What follows belongs to an exercise in optimizing a design on an open flow for a short achievable clock period and few clock cycles per item; a production flow would make more cautious choices. No activity file was given, so power comes from the tool's default toggle rates.

## lane 4
==> flow/design.v <==
package pfs_pkg;
    localparam int CFG_W = 13;
endpackage
module pixel_frame_statistics_unit (
    input  logic                      i_clk,
    input  logic                      i_rst_n,
    input  logic                      i_cfg_we,
    input  logic [pfs_pkg::CFG_W-1:0] i_cfg_wdata,
    input  logic                      i_pix_valid,
    output logic                      o_pix_ready,
    input  logic [24:0]               i_pix,
    output logic                      o_rpt_valid,
    input  logic                      i_rpt_ready,
    output logic [50:0]               o_rpt
);
    localparam int QD = 4;                    
    localparam int OW = $clog2(QD + 1) + 1;   
    logic        r_ready;             
    logic        r_busy;              
    logic        a_v;
    logic [24:0] a_pix;
    logic [7:0]  a_xs;                
    logic [7:0]  a_xc;                
    logic        a_we;
    logic [11:0] a_wm1;               
    logic [11:0] a_wm2;               
    logic        a_wm1z;              
    logic [12:0] wd;
    logic [12:0] weff;
    logic [7:0]  in_r, in_g, in_b;
    assign o_pix_ready = r_ready;
    assign in_r = i_pix[24:17];
    assign in_g = i_pix[16:9];
    assign in_b = i_pix[8:1];
    assign wd   = i_cfg_wdata;
    assign weff = (wd == 13'd0) ? 13'd1 : (wd[12] && wd[11:0] != 12'd0) ? 13'd4096 : wd;
    always_ff @(posedge i_clk) begin
        a_v    <= i_rst_n & i_pix_valid & !r_busy;
        a_pix  <= i_pix;
        a_xs   <= in_r ^ in_g ^ in_b;
        a_xc   <= (in_r & in_g) | (in_r & in_b) | (in_g & in_b);
        a_we   <= i_rst_n & i_cfg_we;
        a_wm1  <= 12'(weff - 13'd1);
        a_wm2  <= 12'(weff - 13'd2);
        a_wm1z <= (weff == 13'd1);
    end
    logic [11:0] r_wm1, r_wm2;
    logic        r_wm1z;
    logic [11:0] r_col, r_row;
    logic        r_wrap;
    logic        nx_wm1z;
    logic        col_ge_awm1, col_ge_awm2, col_ge_rwm2;
    logic        b_v, b_eof;
    logic [9:0]  b_sum;
    logic [47:0] b_rec;               
    assign nx_wm1z     = a_we ? a_wm1z : r_wm1z;
    assign col_ge_awm1 = (r_col >= a_wm1);
    assign col_ge_awm2 = (r_col >= a_wm2);
    assign col_ge_rwm2 = (r_col >= r_wm2);
    always_ff @(posedge i_clk) begin
        if (!i_rst_n) begin
            r_wm1  <= 12'd639;
            r_wm2  <= 12'd638;
            r_wm1z <= 1'b0;
            r_col  <= '0;
            r_row  <= '0;
            r_wrap <= 1'b0;
        end else begin
            if (a_we) begin
                r_wm1  <= a_wm1;
                r_wm2  <= a_wm2;
                r_wm1z <= a_wm1z;
            end
            if (a_v) begin
                if (a_pix[0]) begin
                    r_col <= '0;
                    r_row <= '0;
                end else if (r_wrap) begin
                    r_col <= '0;
                    if (r_row != 12'hfff) r_row <= r_row + 12'd1;
                end else begin
                    r_col <= r_col + 12'd1;
                end
            end
            if (a_v && (a_pix[0] || r_wrap))
                r_wrap <= nx_wm1z;                                   
            else if (a_v)
                r_wrap <= nx_wm1z || (a_we ? col_ge_awm2 : col_ge_rwm2);   
            else if (a_we)
                r_wrap <= col_ge_awm1;                               
        end
    end
    always_ff @(posedge i_clk) begin
        if (!i_rst_n) b_v <= 1'b0;
        else          b_v <= a_v;
    end
    always_ff @(posedge i_clk) begin
        b_eof <= a_pix[0];
        b_sum <= {2'b00, a_xs} + {1'b0, a_xc, 1'b0};
        b_rec <= {r_col, r_row, a_pix[24:1]};
    end
    logic        c_v, c_eof;
    logic [9:0]  c_sum;
    logic [47:0] c_rec;
    logic        c_tb, c_td;          
    logic [2:0]  c_tmx, c_tmn;        
    logic [2:0][7:0] b_px, c_px;
    logic        r_first;             
    logic        b_first;
    logic [9:0]  r_bsum, r_dsum;
    logic [2:0][7:0] r_max, r_min;
    assign b_px    = b_rec[23:0];
    assign c_px    = c_rec[23:0];
    assign b_first = c_v ? c_eof : r_first;
    function automatic logic f_after(input logic vs_stat, input logic vs_prev);
        if (!c_v)
            f_after = vs_stat;
        else if (r_first)
            f_after = vs_prev;
        else
            f_after = vs_stat && vs_prev;
    endfunction
    always_ff @(posedge i_clk) begin
        if (!i_rst_n) c_v <= 1'b0;
        else          c_v <= b_v;
    end
    always_ff @(posedge i_clk) begin
        c_eof <= b_eof;
        c_sum <= b_sum;
        c_rec <= b_rec;
        c_tb  <= b_first || f_after(b_sum > r_bsum, b_sum > c_sum);
        c_td  <= b_first || f_after(b_sum < r_dsum, b_sum < c_sum);
        for (int i = 0; i < 3; i++) begin
            c_tmx[i] <= b_first || f_after(b_px[i] > r_max[i], b_px[i] > c_px[i]);
            c_tmn[i] <= b_first || f_after(b_px[i] < r_min[i], b_px[i] < c_px[i]);
        end
    end
    logic [47:0] r_brec, r_drec;
    logic [47:0] f_brec;
    logic        wr, r_wr;
    assign f_brec = c_tb ? c_rec : r_brec;
    assign wr     = c_v && c_eof;
    always_ff @(posedge i_clk) begin
        if (!i_rst_n) begin
            r_first <= 1'b1;
            r_wr    <= 1'b0;
            r_bsum  <= '0;
            r_dsum  <= '0;
            r_brec  <= '0;
            r_drec  <= '0;
            r_max   <= '0;
            r_min   <= '0;
        end else begin
            r_wr <= wr;
            if (c_v) begin
                r_first <= c_eof;
                if (c_tb) r_bsum <= c_sum;
                if (c_td) r_dsum <= c_sum;
                r_brec <= f_brec;
                if (c_td) r_drec <= c_rec;
                for (int i = 0; i < 3; i++) begin
                    if (c_tmx[i]) r_max[i] <= c_px[i];
                    if (c_tmn[i]) r_min[i] <= c_px[i];
                end
            end
        end
    end
    logic [143:0]  stat;
    logic [143:0]  q_mem [0:QD-1];
    logic [QD-1:0] q_wp, q_rp;
    logic [OW-1:0] q_cnt;
    logic          q_empty;           
    logic          pop;
    assign stat = {r_brec, r_drec, r_max, r_min};
    always_ff @(posedge i_clk) begin
        for (int i = 0; i < QD; i++) begin
            if (r_wr && q_wp[i]) q_mem[i] <= stat;
        end
    end
    logic [3:0]  r_kind;              
    logic        r_ov;                
    logic        r_idle;              
    logic [50:0] r_out;
    logic        out_load;
    logic        have, adv;
    logic [3:0]  nx_kind;
    logic [QD-1:0] nx_rp;
    logic [OW-1:0] nx_cnt;
    logic        nx_empty;
    logic        s_fold;              
    logic [3:0]  s_stat;              
    logic [QD-1:0][3:0] s_q;          
    logic [50:0] nxt;
    function automatic logic [50:0] f_rpt(input int k, input logic [143:0] f);
        case (k)
            0:       f_rpt = {2'd0, f[143:96], 1'b0};
            1:       f_rpt = {2'd1, f[95:48], 1'b0};
            2:       f_rpt = {2'd2, 24'd0, f[47:24], 1'b0};
            default: f_rpt = {2'd3, 24'd0, f[23:0], 1'b1};
        endcase
    endfunction
    assign out_load    = r_idle || i_rpt_ready;
    assign have        = !q_empty || r_wr || wr;
    assign adv         = out_load && have;
    assign pop         = adv && !q_empty && r_kind[3];
    assign o_rpt_valid = r_ov;
    assign o_rpt       = r_out;
    assign nx_kind  = adv ? {r_kind[2:0], r_kind[3]} : r_kind;
    assign nx_rp    = pop ? {q_rp[QD-2:0], q_rp[QD-1]} : q_rp;
    assign nx_cnt   = q_cnt + OW'(r_wr) - OW'(pop);
    assign nx_empty = (nx_cnt == '0);
    always_comb begin
        nxt = {51{s_fold}} & {2'd0, f_brec, 1'b0};
        for (int k = 0; k < 4; k++) begin
            nxt = nxt | ({51{s_stat[k]}} & f_rpt(k, stat));
            for (int s = 0; s < QD; s++)
                nxt = nxt | ({51{s_q[s][k]}} & f_rpt(k, q_mem[s]));
        end
    end
    always_ff @(posedge i_clk) begin
        if (!i_rst_n) r_out <= '0;
        else if (out_load) r_out <= nxt;
    end
    always_ff @(posedge i_clk) begin
        if (!i_rst_n) begin
            q_wp    <= QD'(1);
            q_rp    <= QD'(1);
            q_cnt   <= '0;
            q_empty <= 1'b1;
            r_kind  <= 4'b0001;
            r_ov    <= 1'b0;
            r_idle  <= 1'b1;
            s_fold  <= 1'b1;
            s_stat  <= '0;
            s_q     <= '0;
        end else begin
            if (r_wr) q_wp <= {q_wp[QD-2:0], q_wp[QD-1]};
            q_rp    <= nx_rp;
            q_cnt   <= nx_cnt;
            q_empty <= nx_empty;
            r_kind  <= nx_kind;
            s_fold  <= nx_empty && !wr;
            for (int k = 0; k < 4; k++) begin
                s_stat[k] <= nx_empty && wr && nx_kind[k];
                for (int s = 0; s < QD; s++)
                    s_q[s][k] <= !nx_empty && nx_rp[s] && nx_kind[k];
            end
            if (out_load) begin
                r_ov   <= have;
                r_idle <= !have;
            end
        end
    end
    logic [OW-1:0] r_owed;
    logic          eof_in;
    logic          rdy_00, rdy_10, rdy_01, rdy_11, nx_ready;
    assign eof_in = i_pix_valid & !r_busy & i_pix[0];
    assign rdy_00 = (r_owed + OW'(1)) <= OW'(QD);
    assign rdy_10 = (r_owed + OW'(2)) <= OW'(QD);
    assign rdy_01 = r_owed <= OW'(QD);
    assign rdy_11 = (r_owed + OW'(1)) <= OW'(QD);
    always_comb begin
        unique case ({eof_in, pop})
            2'b00: nx_ready = rdy_00;
            2'b10: nx_ready = rdy_10;
            2'b01: nx_ready = rdy_01;
            default: nx_ready = rdy_11;
        endcase
    end
    always_ff @(posedge i_clk) begin
        if (!i_rst_n) begin
            r_owed  <= '0;
            r_ready <= 1'b1;
            r_busy  <= 1'b0;
        end else begin
            r_owed  <= r_owed + OW'(eof_in) - OW'(pop);
            r_ready <= nx_ready;
            r_busy  <= !nx_ready;
        end
    end
endmodule
Settings: LEC_CHECK=0, ABC_CLOCK_PERIOD_IN_PS=1500, CAP_MARGIN=20, CORE_MARGIN=2, CORE_UTILIZATION=40, PLACE_DENSITY=0.6, SETUP_SLACK_MARGIN=2.3, SLEW_MARGIN=20; clock period 4.5 ns.
run.sh (not shown) runs the stock make flow with config.mk's settings and CLKGATE_MAP_FILE= SYNTH_SCRIPT=/design/flow/synth_recipe.tcl, a recipe that flattens the netlist after the stock synthesis.
## Diff of input files: lane 1 against lane 4
Settings: SETUP_SLACK_MARGIN: 2.3 -> 2.5.
Findings:
Going from lane 4 to lane 1, power dissipated in the clock network shrank by a few percent. Re sequential share of power: lane 1 is 0.4 points up on lane 4. Lane 1: all stages complete, timing, DRC and antenna checks passed. Lane 1 ends up with a count of TritonRoute iterations in the first routing pass that is 1 lower than in lane 4. In the flow results for lane 4 and lane 1, the initial antenna violation count is smaller on lane 4. Final cell count without fillers in lane 1 is 18 higher than in lane 4. Diff lane 1..lane 4 | cell count after placement | negligible. The clock-cell share of area of lane 1 is lower than that of lane 4.
Function was not checked in any run of this note: the RTL went through the layout flow alone.

## re-timing with driven ports
Ports are ideal in the flow. The routed layouts listed here were re-timed in OpenROAD. Step 1: set_driving_cell puts a clkbuf_16 on i_clk and a buf_2 on each other input, an assumption about the parent block. Step 2 times the ports against the registers' clock, not the clock port: input delays grow and output delays shrink by t, the midpoint of the rising clock arrivals with the driver on. a / b / c = ideal ports / drivers / drivers and shift; a / b = the first two.
run | t (ns) | setup WS [ns] | latest minus earliest clock arrival (ns) | worst slew at a driven data input, ns
lane 4 | 0.744 | 1.860 / 1.860 / 1.128 | 0.020 / 0.019 | 0.06
lane 1 | 0.758 | 1.947 / 1.947 / 1.229 | 0.039 / 0.039 | 0.06
After both steps setup and hold are still met in every run listed. For lane 4, which loses most, drivers alone change the setup slack by 0.000 ns; drivers and shift together by -0.732 ns.
